Context: an optimization exercise on an open-source flow, tuned for small area and a short achievable clock period. The choices shown serve that exercise and are no tape-out recipe.
No functional check of the RTL was part of any run shown here.
No activity file was given, so power comes from the tool's default toggle rates.

--- flow/flow/run.sh ---
#!/bin/bash
export CUSTOM_ABC_SCRIPT=$PWD/flow/abc.script
bash standard.sh ADDER_MAP_FILE= "BUFFER_PORTS_ARGS=-buffer_cell sky130_fd_sc_hd__buf_4" "CTS_ARGS=-sink_clustering_enable -repair_clock_nets -buf_list sky130_fd_sc_hd__clkbuf_8 -sink_clustering_size 20 -sink_clustering_max_diameter 50 -dont_use_dummy_load" SYNTH_SCRIPT=$PWD/flow/synth_custom.tcl finish > standard.log 2>&1
--- flow/flow/abc.script ---
&get -n
&st
&dch
&nf -R 20
&put
buffer -c
topo
stime -c
upsize -c
dnsize -c
--- flow/flow/synth_custom.tcl ---
# The standard synthesis script (synth_recipe.tcl), with one change:
# the ABC mapping step uses flow/abc.script in place of ORFS's speed script.
# Registers are mapped before ABC runs, so they are the same as the
# standard synthesis's.
proc synth {args} { yosys synth -nofsm -noshare {*}$args }
proc abc {args} {
  set i [lsearch -exact $args -script]
  if {$i >= 0} { lset args [expr {$i + 1}] $::env(CUSTOM_ABC_SCRIPT) }
  yosys abc {*}$args
}
source $::env(SCRIPTS_DIR)/synth.tcl
# left out here: clear keep_hierarchy, flatten, clean up, hide names made inside functions, write 1_2_yosys.v
--- flow/standard.sh ---
#!/bin/bash
# synth_recipe.tcl (not shown) runs the flow's synth.tcl, then flattens the netlist and writes it again
# the make line also repeats each setting of config.mk as NAME=value (left out here)
make -C /OpenROAD-flow-scripts/flow DESIGN_CONFIG=/design/flow/config.mk WORK_HOME=/design/flow/orfs CLKGATE_MAP_FILE= SYNTH_SCRIPT=/design/flow/synth_recipe.tcl "${@:-finish}"
--- flow/config.mk ---
export PLATFORM = sky130hd
export DESIGN_NAME = cpu_top
export DESIGN_NICKNAME = cpu_top
export VERILOG_FILES = /design/flow/design.v
export SDC_FILE = /design/flow/constraint.sdc
export NUM_CORES = 4
export LEC_CHECK = 0
export CAP_MARGIN = 20
export CORE_MARGIN = 2
export CORE_UTILIZATION = 60
export PLACE_DENSITY = 0.7
export SETUP_SLACK_MARGIN = 2.6
export SLEW_MARGIN = 20
--- flow/constraint.sdc ---
create_clock -name core_clock -period 5.5 [get_ports {clk}]
set_input_delay 1.1000 -clock core_clock [delete_from_list [all_inputs] [get_ports {clk}]]
set_output_delay 1.1000 -clock core_clock [all_outputs]
set_load 0.01 [all_outputs]
--- flow/design.v ---
`default_nettype none
package cpu_pkg;
	localparam int word_width = 16;
	localparam int reg_count = 4;
	localparam int reg_addr_width = 2;
	localparam int dmem_depth = 16;
	localparam int dmem_addr_width = 4;
	localparam logic [3:0] op_adi = 4'd4;
	localparam logic [3:0] op_ori = 4'd5;
	localparam logic [3:0] op_lhi = 4'd6;
	localparam logic [3:0] op_lwd = 4'd7;
	localparam logic [3:0] op_swd = 4'd8;
	localparam logic [3:0] op_rtype = 4'd15;
	localparam logic [5:0] fn_add = 6'd0;
	localparam logic [5:0] fn_sub = 6'd1;
	localparam logic [5:0] fn_and = 6'd2;
	localparam logic [5:0] fn_orr = 6'd3;
	localparam logic [5:0] fn_not = 6'd4;
	localparam logic [5:0] fn_tcp = 6'd5;
	localparam logic [5:0] fn_shl = 6'd6;
	localparam logic [5:0] fn_shr = 6'd7;
	localparam logic [5:0] fn_wwd = 6'd28;
	localparam logic [5:0] fn_hlt = 6'd29;
	typedef struct packed {
		logic inv;
		logic s_sum;
		logic s_or;
		logic s_and;
		logic s_shr;
		logic s_mem;
		logic wr;
		logic sw;
		logic wwd;
		logic hlt;
	} ctrl_t;
endpackage
`default_nettype wire
`default_nettype none
module control (
	input  logic              [15:0] inst,
	input  logic                     ex_wr,
	input  logic              [1:0]  ex_dest,
	output cpu_pkg::ctrl_t           ctrl,
	output logic              [1:0]  dest,
	output logic              [1:0]  b_reg,
	output logic                     a_rd,
	output logic                     b_rd,
	output logic              [15:0] imm,
	output logic                     fwd_a,
	output logic                     fwd_b
);
	logic [1:0] rs;
	logic [1:0] rt;
	logic       a_use;
	logic       b_use;
	logic       a_hit;
	logic       b_hit;
	logic       imm_lo;
	logic       imm_sx;
	logic       imm_hi;
	assign rs = inst[11:10];
	assign rt = inst[9:8];
	always_comb begin
		ctrl = '0;
		a_use = 1'b1;
		b_use = 1'b0;
		b_reg = rt;
		imm_lo = 1'b0;
		imm_sx = 1'b0;
		imm_hi = 1'b0;
		case (inst[15:12])
			cpu_pkg::op_adi: begin
				imm_lo = 1'b1;
				imm_sx = 1'b1;
				ctrl.s_sum = 1'b1;
				ctrl.wr = 1'b1;
			end
			cpu_pkg::op_ori: begin
				imm_lo = 1'b1;
				ctrl.s_or = 1'b1;
				ctrl.wr = 1'b1;
			end
			cpu_pkg::op_lhi: begin
				imm_hi = 1'b1;
				ctrl.s_sum = 1'b1;
				ctrl.wr = 1'b1;
				a_use = 1'b0;
			end
			cpu_pkg::op_lwd: begin
				ctrl.s_mem = 1'b1;
				ctrl.wr = 1'b1;
			end
			cpu_pkg::op_swd: begin
				ctrl.sw = 1'b1;
				b_use = 1'b1;
			end
			cpu_pkg::op_rtype: begin
				b_use = 1'b1;
				ctrl.wr = 1'b1;
				case (inst[5:0])
					cpu_pkg::fn_add: ctrl.s_sum = 1'b1;
					cpu_pkg::fn_sub: begin
						ctrl.inv = 1'b1;
						ctrl.s_sum = 1'b1;
					end
					cpu_pkg::fn_and: ctrl.s_and = 1'b1;
					cpu_pkg::fn_orr: ctrl.s_or = 1'b1;
					cpu_pkg::fn_not: begin
						ctrl.inv = 1'b1;
						ctrl.s_or = 1'b1;
						a_use = 1'b0;
						b_reg = rs;
					end
					cpu_pkg::fn_tcp: begin
						ctrl.inv = 1'b1;
						ctrl.s_sum = 1'b1;
						a_use = 1'b0;
						b_reg = rs;
					end
					cpu_pkg::fn_shl: begin
						ctrl.s_sum = 1'b1;
						b_reg = rs;
					end
					cpu_pkg::fn_shr: ctrl.s_shr = 1'b1;
					cpu_pkg::fn_wwd: begin
						ctrl.wr = 1'b0;
						ctrl.wwd = 1'b1;
						ctrl.s_sum = 1'b1;
						b_use = 1'b0;
					end
					cpu_pkg::fn_hlt: begin
						ctrl.wr = 1'b0;
						ctrl.hlt = 1'b1;
						a_use = 1'b0;
						b_use = 1'b0;
					end
					default: begin
						ctrl.wr = 1'b0;
						a_use = 1'b0;
						b_use = 1'b0;
					end
				endcase
			end
			default: begin
				a_use = 1'b0;
			end
		endcase
	end
	assign imm[7:0] = imm_lo ? inst[7:0] : 8'd0;
	assign imm[15:8] = imm_hi ? inst[7:0] : {8{imm_sx && inst[7]}};
	assign a_hit = ex_wr && ex_dest == rs;
	assign b_hit = ex_wr && ex_dest == b_reg;
	assign fwd_a = a_use && a_hit;
	assign fwd_b = b_use && b_hit;
	assign a_rd = a_use && !a_hit;
	assign b_rd = b_use && !b_hit;
	assign dest = (inst[15:12] == cpu_pkg::op_rtype) ? inst[7:6] : inst[9:8];
endmodule
`default_nettype wire
`default_nettype none
module reg_file (
	input  logic        clk,
	input  logic        rst,
	input  logic [1:0]  rs,
	input  logic [1:0]  b_reg,
	input  logic        a_rd,
	input  logic        b_rd,
	input  logic [15:0] imm,
	output logic [15:0] rs_data,
	output logic [15:0] rt_data,
	input  logic [3:0]  off,
	input  logic        we_next,
	input  logic [1:0]  wr_addr_next,
	input  logic [15:0] ex_result,
	output logic [15:0] line,
	input  logic        we,
	input  logic [1:0]  wr_addr,
	input  logic [15:0] wr_data
);
	logic [15:0] regs [4];
	logic [15:0] rd_a;
	logic [15:0] rd_b;
	always_ff @(posedge clk) begin
		for (int i = 0; i < 4; i++) begin
			if (rst || (we && wr_addr == 2'(i))) begin
				regs[i] <= rst ? '0 : wr_data;
			end
		end
	end
	assign rd_a = (we && wr_addr == rs) ? wr_data : regs[rs];
	assign rd_b = (we && wr_addr == b_reg) ? wr_data : regs[b_reg];
	assign rs_data = a_rd ? rd_a : '0;
	assign rt_data = b_rd ? rd_b : imm;
	logic [3:0] x;
	logic [2:0] lo_sum;
	logic [1:0] hi_sum;
	logic [3:0] lo_oh;
	logic [3:0] hi_oh0;
	logic [3:0] hi_oh;
	assign x = (we_next && wr_addr_next == rs) ? ex_result[3:0] : rd_a[3:0];
	assign lo_sum = {1'b0, x[1:0]} + {1'b0, off[1:0]};
	assign hi_sum = x[3:2] + off[3:2];
	assign lo_oh = 4'b0001 << lo_sum[1:0];
	assign hi_oh0 = 4'b0001 << hi_sum;
	assign hi_oh = lo_sum[2] ? {hi_oh0[2:0], hi_oh0[3]} : hi_oh0;
	always_comb begin
		for (int i = 0; i < 16; i++) begin
			line[i] = hi_oh[i / 4] && lo_oh[i % 4];
		end
	end
endmodule
`default_nettype wire
`default_nettype none
module id_ex_reg (
	input  logic                     clk,
	input  logic                     rst,
	input  logic                     inst_valid,
	input  cpu_pkg::ctrl_t           dec_ctrl,
	input  logic              [1:0]  dec_dest,
	input  logic              [15:0] dec_op_a,
	input  logic              [15:0] dec_op_b,
	input  logic                     dec_fwd_a,
	input  logic                     dec_fwd_b,
	input  logic              [15:0] dec_line,
	output cpu_pkg::ctrl_t           ex_ctrl,
	output logic              [15:0] ex_op_a,
	output logic              [15:0] ex_op_b,
	output logic                     ex_fwd_a,
	output logic                     ex_fwd_b,
	output logic              [1:0]  ex_dest,
	output logic              [15:0] ex_line
);
	always_ff @(posedge clk) begin
		if (rst || !inst_valid) begin
			ex_ctrl <= '0;
		end else begin
			ex_ctrl <= dec_ctrl;
		end
	end
	always_ff @(posedge clk) begin
		ex_op_a <= dec_op_a;
		ex_op_b <= dec_op_b;
		ex_fwd_a <= dec_fwd_a;
		ex_fwd_b <= dec_fwd_b;
		ex_dest <= dec_dest;
		ex_line <= dec_line;
	end
endmodule
`default_nettype wire
`default_nettype none
module execute_stage (
	input  logic                     clk,
	input  logic                     rst,
	input  cpu_pkg::ctrl_t           ex_ctrl,
	input  logic              [1:0]  ex_dest,
	input  logic              [15:0] ex_op_a,
	input  logic              [15:0] ex_op_b,
	input  logic                     ex_fwd_a,
	input  logic                     ex_fwd_b,
	input  logic              [15:0] ex_line,
	output logic                     ex_wr,
	output logic              [15:0] ex_result,
	output logic                     wb_valid,
	output logic              [1:0]  wb_reg,
	output logic              [15:0] wb_data,
	output logic                     out_valid,
	output logic              [15:0] out_data,
	output logic                     halted
);
	logic        halted_q;
	logic        wb_valid_q;
	logic        out_valid_q;
	logic [1:0]  wb_reg_q;
	logic [15:0] wb_data_q;
	logic        live;
	logic [15:0] a;
	logic [15:0] b;
	logic [15:0] bx;
	logic [16:0] sum_c;
	logic [15:0] sum;
	logic [15:0] mem_rdata;
	logic [15:0] result;
	logic [15:0] dmem [16];
	assign live = !halted_q;
	assign a = ({16{ex_fwd_a}} & wb_data_q) | ex_op_a;
	assign b = ({16{ex_fwd_b}} & wb_data_q) | ex_op_b;
	assign bx = ex_ctrl.inv ? ~b : b;
	assign sum_c = {a, 1'b1} + {bx, ex_ctrl.inv};
	assign sum = sum_c[16:1];
	always_comb begin
		mem_rdata = '0;
		for (int i = 0; i < 16; i++) begin
			mem_rdata = mem_rdata | ({16{ex_line[i]}} & dmem[i]);
		end
	end
	assign result = ({16{ex_ctrl.s_sum}} & sum) |
		({16{ex_ctrl.s_or}} & (a | bx)) |
		({16{ex_ctrl.s_and}} & (a & b)) |
		({16{ex_ctrl.s_shr}} & {a[15], a[15:1]}) |
		({16{ex_ctrl.s_mem}} & mem_rdata);
	assign ex_wr = live && ex_ctrl.wr;
	assign ex_result = result;
	always_ff @(posedge clk) begin
		for (int i = 0; i < 16; i++) begin
			if (rst || (live && ex_ctrl.sw && ex_line[i])) begin
				dmem[i] <= rst ? '0 : b;
			end
		end
	end
	always_ff @(posedge clk) begin
		if (rst) begin
			wb_valid_q <= 1'b0;
			out_valid_q <= 1'b0;
			halted_q <= 1'b0;
		end else begin
			wb_valid_q <= ex_wr;
			out_valid_q <= live && ex_ctrl.wwd;
			halted_q <= halted_q || (live && ex_ctrl.hlt);
		end
	end
	always_ff @(posedge clk) begin
		wb_reg_q <= ex_dest;
		wb_data_q <= result;
	end
	assign wb_valid = wb_valid_q;
	assign wb_reg = wb_reg_q;
	assign wb_data = wb_data_q;
	assign out_valid = out_valid_q;
	assign out_data = wb_data_q;
	assign halted = halted_q;
endmodule
`default_nettype wire
`default_nettype none
module cpu_top (
	input  logic                               clk,
	input  logic                               rst,
	input  logic                               inst_valid,
	input  logic [cpu_pkg::word_width-1:0]     inst,
	output logic                               wb_valid,
	output logic [cpu_pkg::reg_addr_width-1:0] wb_reg,
	output logic [cpu_pkg::word_width-1:0]     wb_data,
	output logic                               out_valid,
	output logic [cpu_pkg::word_width-1:0]     out_data,
	output logic                               halted
);
	cpu_pkg::ctrl_t dec_ctrl;
	cpu_pkg::ctrl_t ex_ctrl;
	logic [1:0]  dec_dest;
	logic [1:0]  dec_b_reg;
	logic        dec_a_rd;
	logic        dec_b_rd;
	logic [15:0] dec_imm;
	logic        dec_fwd_a;
	logic        dec_fwd_b;
	logic [15:0] dec_op_a;
	logic [15:0] dec_op_b;
	logic [15:0] dec_line;
	logic [15:0] ex_op_a;
	logic [15:0] ex_op_b;
	logic        ex_fwd_a;
	logic        ex_fwd_b;
	logic [1:0]  ex_dest;
	logic [15:0] ex_line;
	logic        ex_wr;
	logic [15:0] ex_result;
	control u_control (
		.inst    (inst),
		.ex_wr   (ex_wr),
		.ex_dest (ex_dest),
		.ctrl    (dec_ctrl),
		.dest    (dec_dest),
		.b_reg   (dec_b_reg),
		.a_rd    (dec_a_rd),
		.b_rd    (dec_b_rd),
		.imm     (dec_imm),
		.fwd_a   (dec_fwd_a),
		.fwd_b   (dec_fwd_b)
	);
	reg_file u_reg_file (
		.clk          (clk),
		.rst          (rst),
		.rs           (inst[11:10]),
		.b_reg        (dec_b_reg),
		.a_rd         (dec_a_rd),
		.b_rd         (dec_b_rd),
		.imm          (dec_imm),
		.rs_data      (dec_op_a),
		.rt_data      (dec_op_b),
		.off          (inst[3:0]),
		.we_next      (ex_wr),
		.wr_addr_next (ex_dest),
		.ex_result    (ex_result),
		.line         (dec_line),
		.we           (wb_valid),
		.wr_addr      (wb_reg),
		.wr_data      (wb_data)
	);
	id_ex_reg u_id_ex_reg (
		.clk        (clk),
		.rst        (rst),
		.inst_valid (inst_valid),
		.dec_ctrl   (dec_ctrl),
		.dec_dest   (dec_dest),
		.dec_op_a   (dec_op_a),
		.dec_op_b   (dec_op_b),
		.dec_fwd_a  (dec_fwd_a),
		.dec_fwd_b  (dec_fwd_b),
		.dec_line   (dec_line),
		.ex_ctrl    (ex_ctrl),
		.ex_op_a    (ex_op_a),
		.ex_op_b    (ex_op_b),
		.ex_fwd_a   (ex_fwd_a),
		.ex_fwd_b   (ex_fwd_b),
		.ex_dest    (ex_dest),
		.ex_line    (ex_line)
	);
	execute_stage u_execute_stage (
		.clk       (clk),
		.rst       (rst),
		.ex_ctrl   (ex_ctrl),
		.ex_dest   (ex_dest),
		.ex_op_a   (ex_op_a),
		.ex_op_b   (ex_op_b),
		.ex_fwd_a  (ex_fwd_a),
		.ex_fwd_b  (ex_fwd_b),
		.ex_line   (ex_line),
		.ex_wr     (ex_wr),
		.ex_result (ex_result),
		.wb_valid  (wb_valid),
		.wb_reg    (wb_reg),
		.wb_data   (wb_data),
		.out_valid (out_valid),
		.out_data  (out_data),
		.halted    (halted)
	);
endmodule
`default_nettype wire
==> results of run 1 <==
-- where the power goes --
part	internal (mW)	switching, mW	leakage, nW
Combinational	0.211	0.358	2.51
Sequential	3.43	0.0908	3.99
Clock	0.618	0.893	0.273
-- worst reg2reg max path: stages (launching register included) --
cell and delay [ps]:
dfxtp_2 340, buf_12 120, a222oi_1 390, nand4_1 240, o21ai_1 180, o2111ai_1 130, a31o_2 290, o211a_1 260
a311o_1 330, a22oi_2 280, mux2i_4 140, nor2_1 130
-- flip-flops by register name, summed over array words and instances, names as in the netlist --
register / flops
u_id_ex_reg.ex_ctrl: 10
u_execute_stage.wb_reg_q: 2
u_execute_stage.halted_q: 1
u_id_ex_reg.ex_fwd_a: 1
u_id_ex_reg.ex_line: 16
u_execute_stage.out_valid_q: 1
u_id_ex_reg.ex_op_b: 16
u_execute_stage.dmem: 256
u_id_ex_reg.ex_dest: 2
u_id_ex_reg.ex_fwd_b: 1
u_execute_stage.wb_data_q: 16
u_reg_file.regs: 64
u_id_ex_reg.ex_op_a: 16
u_execute_stage.wb_valid_q: 1
-- through the flow --
| step | cells | hold WS (ps) | setup slack [ps] | total power, mW | util [%] |
|---|---|---|---|---|---|
| after floorplan | 1298 | 373 | 2260 | 3.87 | - |
| after global placement | 1646 | 389 | 1520 | 4.05 | 62.7 |
| after detailed placement | 1646 | 397 | 1400 | 4.06 | 62.7 |
| after CTS | 1698 | 407 | 2570 | 5.55 | 65.8 |
| after global routing | 1726 | 428 | 2380 | 5.78 | 68.2 |
| final | 1726 | 414 | 2520 | 5.60 | 68.2 |
-- placed cells by master, fill, tap and decap left out, types with 7 or more instances in the layout --
| cell | instances |
|---|---|
| buf_4 | 86 |
| xnor2_1 | 33 |
| a222oi_1 | 64 |
| inv_1 | 7 |
| dfxtp_2 | 10 |
| buf_6 | 9 |
| a22oi_2 | 9 |
| nor2b_1 | 21 |
| clkbuf_8 | 38 |
| nand2b_1 | 8 |
| xor2_1 | 10 |
| nand3_1 | 32 |
| a31oi_1 | 10 |
| nor3_1 | 7 |
| nor2_1 | 81 |
| buf_12 | 11 |
| dfxtp_1 | 66 |
| edfxtp_1 | 320 |
| a21oi_1 | 41 |
| a21oi_2 | 18 |
| o21ai_0 | 49 |
| o21ai_1 | 23 |
| a22oi_1 | 53 |
| a21o_1 | 35 |
| dfxtp_4 | 7 |
| nand2_1 | 137 |
| nand4_1 | 26 |
-- path summary, 6_finish.rpt --
check / slack [ps] / to
max: 2520 / u_id_ex_reg.ex_op_b[12]
min: 410 / u_execute_stage.wb_reg_q[1]
max reg2reg: 2570 / u_id_ex_reg.ex_line[9]
min reg2reg: 410 / u_execute_stage.wb_reg_q[1]
-- final cells by class --
class                           instances  area [µm²]  share of cell area (%)
Inverter                                7        26.3                   0.139
Multi-Input combinational cell        789        5460                    29.0
Clock buffer                           38         523                    2.78
Timing Repair Buffer                  111        1050                    5.58
Sequential cell                       403       11300                    60.0
Tap cell                              378         473                    2.51
-- kinds of logic (layout without fill, tap and decap cells) --
family | after synthesis | count (layout) | share of synthesized area (%)
AND/OR/NAND/NOR | 359 | 362 | 9.96
multiplexers | 7 | 7 | 0.584
flip-flops | 403 | 403 | 67.4
XOR/XNOR | 55 | 55 | 3.46
buffers and inverters | 109 | 156 | 3.02
AO/OA/AOI/OAI | 364 | 364 | 15.5
adder cells (fa/ha/maj) | 1 | 1 | 0.0599
-- metal layers --
layer / wire length [µm] / track usage (%) / part of all wire, % / vias to the layer above
met5: 0 / 0 / 0 / -
met4: 1770 / 10.0 / 4.0 / 0
met3: 3120 / 3.68 / 7.1 / 117
met2: 21200 / 49.9 / 48 / 596
met1: 17800 / 39.7 / 41 / 5618
li1: - / - / - / 5072
-- repair_timing --
action	CTS	global route
setup buffers	12	24
pin swaps	15	47
setup endpoints to repair	42	39
resized for setup	60	81
gates cloned	2	4
==> notes.md, run 1 <==
Setup Crit Path Kind in -> reg; Final Hold Viols 0; Final setup viols 0; Core Area around 0.028 mm²; Max VDD drop around 250 µV; Vias per Instance roughly 6.6; Period Utilization, post-route 54.2%; Worst Path Arrival around 3400 ps; drt first pass iters 6; pin count of the biggest net entering global routing 58; drt total wl ~44,000 µm; Antenna Cells 0; site row count 61; setup tns final 0 ps; CTS clk-pin slew, worst paths approximately 60 ps; DR vias between 10,000 and 15,000; largest area contributor in the netlist edfxtp_1; DR DRC count 0; Final Max Slew Viols 0; synthesized area roughly 0.017 mm²; fillers between 2,000 and 2,500; ys flop type edfxtp_1; Leak ~6.8 nW; Syn Area/Cell between 10 and 15 µm²; layout cell share with drive strength beyond 1 between 10% and 20%; worst clock skew a little over 80 ps; starting density of the core around three fifths; Critical Path RT 5940 ps; CP Max Fanout 8; post-synthesis register bit count approximately 400; Period minus WS final around 3000 ps; die height 171 µm; Layout area overhead 12.7%; Placed Area about 0.017 mm²; Total GRT Usage slightly below 30%; Worst Hold Launch u_id_ex_reg.ex_dest[1]; TritonCTS clock tree done; Power Dens Cells approximately 300 mW/mm²; top cells by count, synth edfxtp_1, nand2_1, nor2_1; WP buf/inv 4; die area 0.0292 mm²; cell area after layout approximately 0.019 mm²; wire per inst about 25 µm; number of flops mapped to enable cells by yosys 320; Slowest-stage cell, CP or4b_4; initial antenna violation count 0; hold path cells 0; first-pass GRT wire length around 64,000 µm; vias in the first global route 10,900; outcome timing/DRC/antenna clean; worst slew pin tran approximately 1100 ps; Worst Setup SP inst[5]; hpwl dp 26,400 µm; Reg2Reg Depth 11; GRT overflow 0; initial DRC count about 1,700; Seq/Total Area, Yosys 67.4%; CTS root buffer clkbuf_8; Cells after Synth about 1,300; count leader, synth edfxtp_1; Die W around 170 µm; clk latency of the worst-skew pair around 560 ps; yosys warns 6; final net count about 1,400; CP top delay family simple AND/OR/NAND/NOR gates; Num CTS Buffers 38; synth top area cells edfxtp_1, dfxtp_1, a222oi_1; crit end category flop; cell repeated most along the worst path buf_12; post-synth top area share between 50 and 60%; Peak Freq 336 MHz; Startpoint Class primary input; Synth cell types between 60 and 70; deepest clock path buffer count 3; Clock Sinks between 400 and 500; RSZ-0062 raised after global routing true; hold_buf cts 0; max_slew headroom 28.2%; HP Class reg -> reg; number of port buffers 55; CP Cell Sequence buf_8 -> or4b_4 -> a21oi_4 -> nand3_4 -> mux2i_4 -> buf_12 -> xnor2_4 -> buf_12 -> and3_4 -> buf_12 -> a21oi_2 -> o21ai_1; DRT antenna net count 0; Post-synth ARST share 0%; Worst path max stage delay around 550 ps; Levels on crit path 12; Syn Nets 1,317; IO Pins between 50 and 60; launch point of the worst reg-to-reg path u_id_ex_reg.ex_line[4]; H-tree levels 2; Max Cap Viol 0; gpl congestion just over 0.9
==> inputs of run 2 (changes only) <==
--- a/flow/design.v
+++ b/flow/design.v
@@ -42,9 +42,9 @@
 	input  logic              [1:0]  ex_dest,
 	output cpu_pkg::ctrl_t           ctrl,
 	output logic              [1:0]  dest,
-	output logic              [1:0]  b_reg,
 	output logic                     a_rd,
-	output logic                     b_rd,
+	output logic                     b_rd_rt,
+	output logic                     b_rd_rs,
 	output logic              [15:0] imm,
 	output logic                     fwd_a,
 	output logic                     fwd_b
@@ -53,8 +53,9 @@
 	logic [1:0] rt;
 	logic       a_use;
 	logic       b_use;
+	logic       b_swap;
 	logic       a_hit;
-	logic       b_hit;
+	logic       t_hit;
 	logic       imm_lo;
 	logic       imm_sx;
 	logic       imm_hi;
@@ -64,7 +65,7 @@
 		ctrl = '0;
 		a_use = 1'b1;
 		b_use = 1'b0;
-		b_reg = rt;
+		b_swap = 1'b0;
 		imm_lo = 1'b0;
 		imm_sx = 1'b0;
 		imm_hi = 1'b0;
@@ -109,17 +110,17 @@
 						ctrl.inv = 1'b1;
 						ctrl.s_or = 1'b1;
 						a_use = 1'b0;
-						b_reg = rs;
+						b_swap = 1'b1;
 					end
 					cpu_pkg::fn_tcp: begin
 						ctrl.inv = 1'b1;
 						ctrl.s_sum = 1'b1;
 						a_use = 1'b0;
-						b_reg = rs;
+						b_swap = 1'b1;
 					end
 					cpu_pkg::fn_shl: begin
 						ctrl.s_sum = 1'b1;
-						b_reg = rs;
+						b_swap = 1'b1;
 					end
 					cpu_pkg::fn_shr: ctrl.s_shr = 1'b1;
 					cpu_pkg::fn_wwd: begin
@@ -149,11 +150,12 @@
 	assign imm[7:0] = imm_lo ? inst[7:0] : 8'd0;
 	assign imm[15:8] = imm_hi ? inst[7:0] : {8{imm_sx && inst[7]}};
 	assign a_hit = ex_wr && ex_dest == rs;
-	assign b_hit = ex_wr && ex_dest == b_reg;
+	assign t_hit = ex_wr && ex_dest == rt;
 	assign fwd_a = a_use && a_hit;
-	assign fwd_b = b_use && b_hit;
+	assign fwd_b = b_use && (b_swap ? a_hit : t_hit);
 	assign a_rd = a_use && !a_hit;
-	assign b_rd = b_use && !b_hit;
+	assign b_rd_rt = b_use && !b_swap && !t_hit;
+	assign b_rd_rs = b_use && b_swap && !a_hit;
 	assign dest = (inst[15:12] == cpu_pkg::op_rtype) ? inst[7:6] : inst[9:8];
 endmodule
 `default_nettype wire
@@ -162,9 +164,10 @@
 	input  logic        clk,
 	input  logic        rst,
 	input  logic [1:0]  rs,
-	input  logic [1:0]  b_reg,
+	input  logic [1:0]  rt,
 	input  logic        a_rd,
-	input  logic        b_rd,
+	input  logic        b_rd_rt,
+	input  logic        b_rd_rs,
 	input  logic [15:0] imm,
 	output logic [15:0] rs_data,
 	output logic [15:0] rt_data,
@@ -180,6 +183,9 @@
 	logic [15:0] regs [4];
 	logic [15:0] rd_a;
 	logic [15:0] rd_b;
+	logic [3:0]  reg_addr;
+	logic [3:0]  fwd_addr;
+	logic [3:0]  addr;
 	always_ff @(posedge clk) begin
 		for (int i = 0; i < 4; i++) begin
 			if (rst || (we && wr_addr == 2'(i))) begin
@@ -188,26 +194,13 @@
 		end
 	end
 	assign rd_a = (we && wr_addr == rs) ? wr_data : regs[rs];
-	assign rd_b = (we && wr_addr == b_reg) ? wr_data : regs[b_reg];
-	assign rs_data = a_rd ? rd_a : '0;
-	assign rt_data = b_rd ? rd_b : imm;
-	logic [3:0] x;
-	logic [2:0] lo_sum;
-	logic [1:0] hi_sum;
-	logic [3:0] lo_oh;
-	logic [3:0] hi_oh0;
-	logic [3:0] hi_oh;
-	assign x = (we_next && wr_addr_next == rs) ? ex_result[3:0] : rd_a[3:0];
-	assign lo_sum = {1'b0, x[1:0]} + {1'b0, off[1:0]};
-	assign hi_sum = x[3:2] + off[3:2];
-	assign lo_oh = 4'b0001 << lo_sum[1:0];
-	assign hi_oh0 = 4'b0001 << hi_sum;
-	assign hi_oh = lo_sum[2] ? {hi_oh0[2:0], hi_oh0[3]} : hi_oh0;
-	always_comb begin
-		for (int i = 0; i < 16; i++) begin
-			line[i] = hi_oh[i / 4] && lo_oh[i % 4];
-		end
-	end
+	assign rd_b = (we && wr_addr == rt) ? wr_data : regs[rt];
+	assign rs_data = {16{a_rd}} & rd_a;
+	assign rt_data = ({16{b_rd_rt}} & rd_b) | ({16{b_rd_rs}} & rd_a) | imm;
+	assign reg_addr = rd_a[3:0] + off;
+	assign fwd_addr = ex_result[3:0] + off;
+	assign addr = (we_next && wr_addr_next == rs) ? fwd_addr : reg_addr;
+	assign line = 16'd1 << addr;
 endmodule
 `default_nettype wire
 `default_nettype none
@@ -346,9 +339,9 @@
 	cpu_pkg::ctrl_t dec_ctrl;
 	cpu_pkg::ctrl_t ex_ctrl;
 	logic [1:0]  dec_dest;
-	logic [1:0]  dec_b_reg;
 	logic        dec_a_rd;
-	logic        dec_b_rd;
+	logic        dec_b_rd_rt;
+	logic        dec_b_rd_rs;
 	logic [15:0] dec_imm;
 	logic        dec_fwd_a;
 	logic        dec_fwd_b;
@@ -369,9 +362,9 @@
 		.ex_dest (ex_dest),
 		.ctrl    (dec_ctrl),
 		.dest    (dec_dest),
-		.b_reg   (dec_b_reg),
 		.a_rd    (dec_a_rd),
-		.b_rd    (dec_b_rd),
+		.b_rd_rt (dec_b_rd_rt),
+		.b_rd_rs (dec_b_rd_rs),
 		.imm     (dec_imm),
 		.fwd_a   (dec_fwd_a),
 		.fwd_b   (dec_fwd_b)
@@ -380,9 +373,10 @@
 		.clk          (clk),
 		.rst          (rst),
 		.rs           (inst[11:10]),
-		.b_reg        (dec_b_reg),
+		.rt           (inst[9:8]),
 		.a_rd         (dec_a_rd),
-		.b_rd         (dec_b_rd),
+		.b_rd_rt      (dec_b_rd_rt),
+		.b_rd_rs      (dec_b_rd_rs),
 		.imm          (dec_imm),
 		.rs_data      (dec_op_a),
 		.rt_data      (dec_op_b),
==> flow/flow/abc.script (replaced) <==
&get -n
&st
&dch
&nf -R 30
&put
buffer -c
topo
stime -c
upsize -c
dnsize -c
--- a/flow/config.mk
+++ b/flow/config.mk
@@ -7,7 +7,10 @@
 export LEC_CHECK = 0
 export CAP_MARGIN = 20
 export CORE_MARGIN = 2
-export CORE_UTILIZATION = 60
-export PLACE_DENSITY = 0.7
+export CORE_UTILIZATION = 65
+export CTS_BUF_LIST = sky130_fd_sc_hd__clkbuf_8
+export CTS_CLUSTER_DIAMETER = 50
+export CTS_CLUSTER_SIZE = 20
+export PLACE_DENSITY = 0.75
 export SETUP_SLACK_MARGIN = 2.6
 export SLEW_MARGIN = 20
==> notes.md, run 2 <==
DR vias 11,300 (-1.1%); layout cell share with drive strength beyond 1 19.8% (+0.11 points); vias in the first global route 10,600 (-3.4%); HP Class reg -> reg; Vias per Instance 6.82 (+3.2%); synth top area cells edfxtp_1, dfxtp_1, a222oi_1; setup ws final 2330 ps (-185 ps); Final Util 74.1% (+5.9 points); hpwl dp 25,800 µm (-2.5%); RSZ-0062 raised after global routing true; Die W 163 µm (-4.4%); DRT antenna net count 0 (unchanged); wire per inst 24.9 µm (-2.0%); pin count of the biggest net entering global routing 57 (-1.7%); Period Utilization, post-route 57.5% (+3.4 points); number of port buffers 55 (unchanged); drt first pass iters 8 (+2); Critical Path RT 5900 ps (-40 ps); clk latency of the worst-skew pair 580 ps (+20 ps); r2r setup slk 2330 ps (-240 ps); max FFs per register 256 (unchanged); final net count 1,346 (-1.7%); worst slack at placement 1590 ps (+192 ps); Clock Sinks 403 (unchanged); TritonCTS clock tree done; Placed Area 0.0171 mm² (-1.1%); Syn Nets 1,277 (-3.0%); Final setup viols 0 (unchanged); Leak 6.79 nW (+0.37%); number of flops mapped to enable cells by yosys 320 (unchanged); deepest clock path buffer count 3 (unchanged); Core Area 0.0250 mm² (-9.4%); post-synth top area share 58.2% (+0.74 points); commonest non-fill, non-tap cell in the layout edfxtp_1; outcome timing/DRC/antenna clean; largest register by flop count u_execute_stage.dmem; IO Pins 56 (unchanged); CTS root buffer clkbuf_8; Setup Crit Path Kind reg -> reg; setup tns final 0 ps (unchanged); drt total wl 41,300 µm (-6.1%); fillers 1,609 (-20%); Num CTS Buffers 36 (-5.3%); commonest cells after routing, fill and taps aside edfxtp_1, buf_4, nand2_1; Syn Area/Cell 13.1 µm² (+1.9%); worst slew pin tran 1060 ps (-14.7 ps); Worst Path Arrival 3570 ps (+150 ps); die height 163 µm (-4.4%); die area 0.0267 mm² (-8.7%); largest area contributor in the netlist edfxtp_1; site row count 58 (-4.9%); DR DRC count 0 (unchanged); gpl congestion 0.914 (-0.83%); Startpoint Class flop; Max VDD drop 268 µV (+5.3%); top cells by count, synth edfxtp_1, nand2_1, dfxtp_1; Final Hold Viols 0 (unchanged); cell area after layout 0.0186 mm² (-1.5%); Power Dens Cells 305 mW/mm² (+2.8%); first-pass GRT wire length 60,900 µm (-5.2%); yosys warns 6 (unchanged); GRT overflow 0 (unchanged); Peak Freq 316 MHz (-5.9%); Antenna Cells 0 (unchanged); CTS clk-pin slew, worst paths 80 ps (+20 ps); Seq/Total Area, Yosys 68.3% (+0.87 points); ys flop type edfxtp_1; Synth cell types 64 (-7.2%); Largest regs u_execute_stage.dmem x256, u_reg_file.regs x64; Total Power 5.66 mW (+1.2%); Post-synth ARST share 0% (unchanged); max_slew headroom 29.2% (+0.98 points); initial DRC count 1,721 (+0.058%); CP Max Fanout 10 (+2); Cells after Synth 1,258 (-3.1%); post-synthesis register bit count 403 (unchanged); Max Cap Viol 0 (unchanged); initial antenna violation count 0 (unchanged); count leader, synth edfxtp_1; Layout area overhead 12.4%; H-tree levels 2 (unchanged); Total GRT Usage 30.2% (+0.79 points); Period minus WS final 3170 ps (+185 ps); starting density of the core 65.9% (+5.4 points); crit end category flop; Final Max Slew Viols 0 (unchanged); synthesized area 0.0165 mm² (-1.3%); worst clock skew 84.3 ps (+1.28 ps)
run 2: worst max-delay path, cell delays in order (launching register included):
cell       delay, ps
dfxtp_4          360
buf_12           130
xnor3_1          410
or4_1            520
a311o_1          310
nand3_2          130
a31oi_4          100
o31a_1           330
o41ai_2          370
xnor2_1          130
a22oi_2          140
o2111ai_2        110
run 2: final timing paths:
kind / startpoint / endpoint / cells after the start
setup / recovery: u_id_ex_reg.ex_ctrl[9] / u_execute_stage.wb_data_q[15] / 11
hold / removal: u_id_ex_reg.ex_dest[1] / u_execute_stage.wb_reg_q[1] / 0
setup reg to reg: u_id_ex_reg.ex_ctrl[9] / u_execute_stage.wb_data_q[15] / 11
hold reg to reg: u_id_ex_reg.ex_dest[1] / u_execute_stage.wb_reg_q[1] / 0
run 2: report_power, final:
group	total [mW]	internal, mW	switching (mW)
clock network	1.47	0.587	0.888
registers	3.52	3.43	0.0879
logic	0.670	0.253	0.417
run 2: kinds of logic after synthesis:
| group | synth area share, % |
|---|---|
| compound gates | 15.4 |
| mux | 0.197 |
| fa+ha+maj | 0.121 |
| simple gates | 9.82 |
| buf+inv | 2.84 |
| xor+xnor | 3.29 |
| flops | 68.3 |
run 2: what timing repair did:
item / CTS / global route
pin swaps: 13 / 32
gates cloned: 0 / 1
buffers inserted: 13 / 43
hold endpoints to repair: 0 / 0
setup endpoints to repair: 31 / 26
hold buffers: 0 / 0
gates resized for setup: 36 / 69
run 2: routing by layer:
layer	GRT usage (%)	wire, µm
met5	0	0
met3	4.14	3420
met4	11.4	1330
met2	49.9	20100
met1	41.4	16400
run 2: area by class of cell:
cell class	count	area [µm²]	share of cell area [%]
Inverter	9	33.8	0.182
Multi-Input combinational cell	747	5210	28.1
Sequential cell	403	11300	61.0
Timing Repair Buffer	130	1080	5.81
Tap cell	330	413	2.23
Clock buffer	36	495	2.67
run 2: metrics by stage:
| step | instances | hold WS (ps) |
|---|---|---|
| floorplan | 1258 | 373 |
| global placement | 1562 | 386 |
| detailed placement | 1562 | 388 |
| CTS | 1611 | 371 |
| global route | 1655 | 366 |
| finish | 1655 | 378 |

static timing again, ports no longer ideal:
The flow's constraints put no driver on any port. The routed layouts listed below were extracted and timed again, unchanged, in two steps.
Step 1 (the two cells are an assumption about what drives the block):
set clk [get_ports {clk}]
set_driving_cell -lib_cell sky130_fd_sc_hd__clkbuf_16 $clk
set_driving_cell -lib_cell sky130_fd_sc_hd__buf_2 [delete_from_list [all_inputs] $clk]
Step 2, shift: input delay + t, output delay - t, t = (earliest + latest rising clock arrival at the registers) / 2. This alone moves slack from input paths to output paths.
a / b / c = ideal ports / drivers / drivers and shift; a / b = the first two.
| run | t (ns) | slack for setup (ns) | clock arrival spread, ns | worst slew at a driven data input, ns | pins driven straight from the clock port |
|---|---|---|---|---|---|
| run 1 | 0.573 | 2.520 / 2.527 / 1.954 | 0.095 / 0.095 | 0.05 | 1 |
| run 2 | 0.581 | 2.335 / 2.335 / 1.989 | 0.085 / 0.085 | 0.04 | 1 |
After both steps setup and hold are still met in every run listed. For run 1, which loses most, drivers alone change the setup slack by +0.007 ns; drivers and shift together by -0.566 ns.
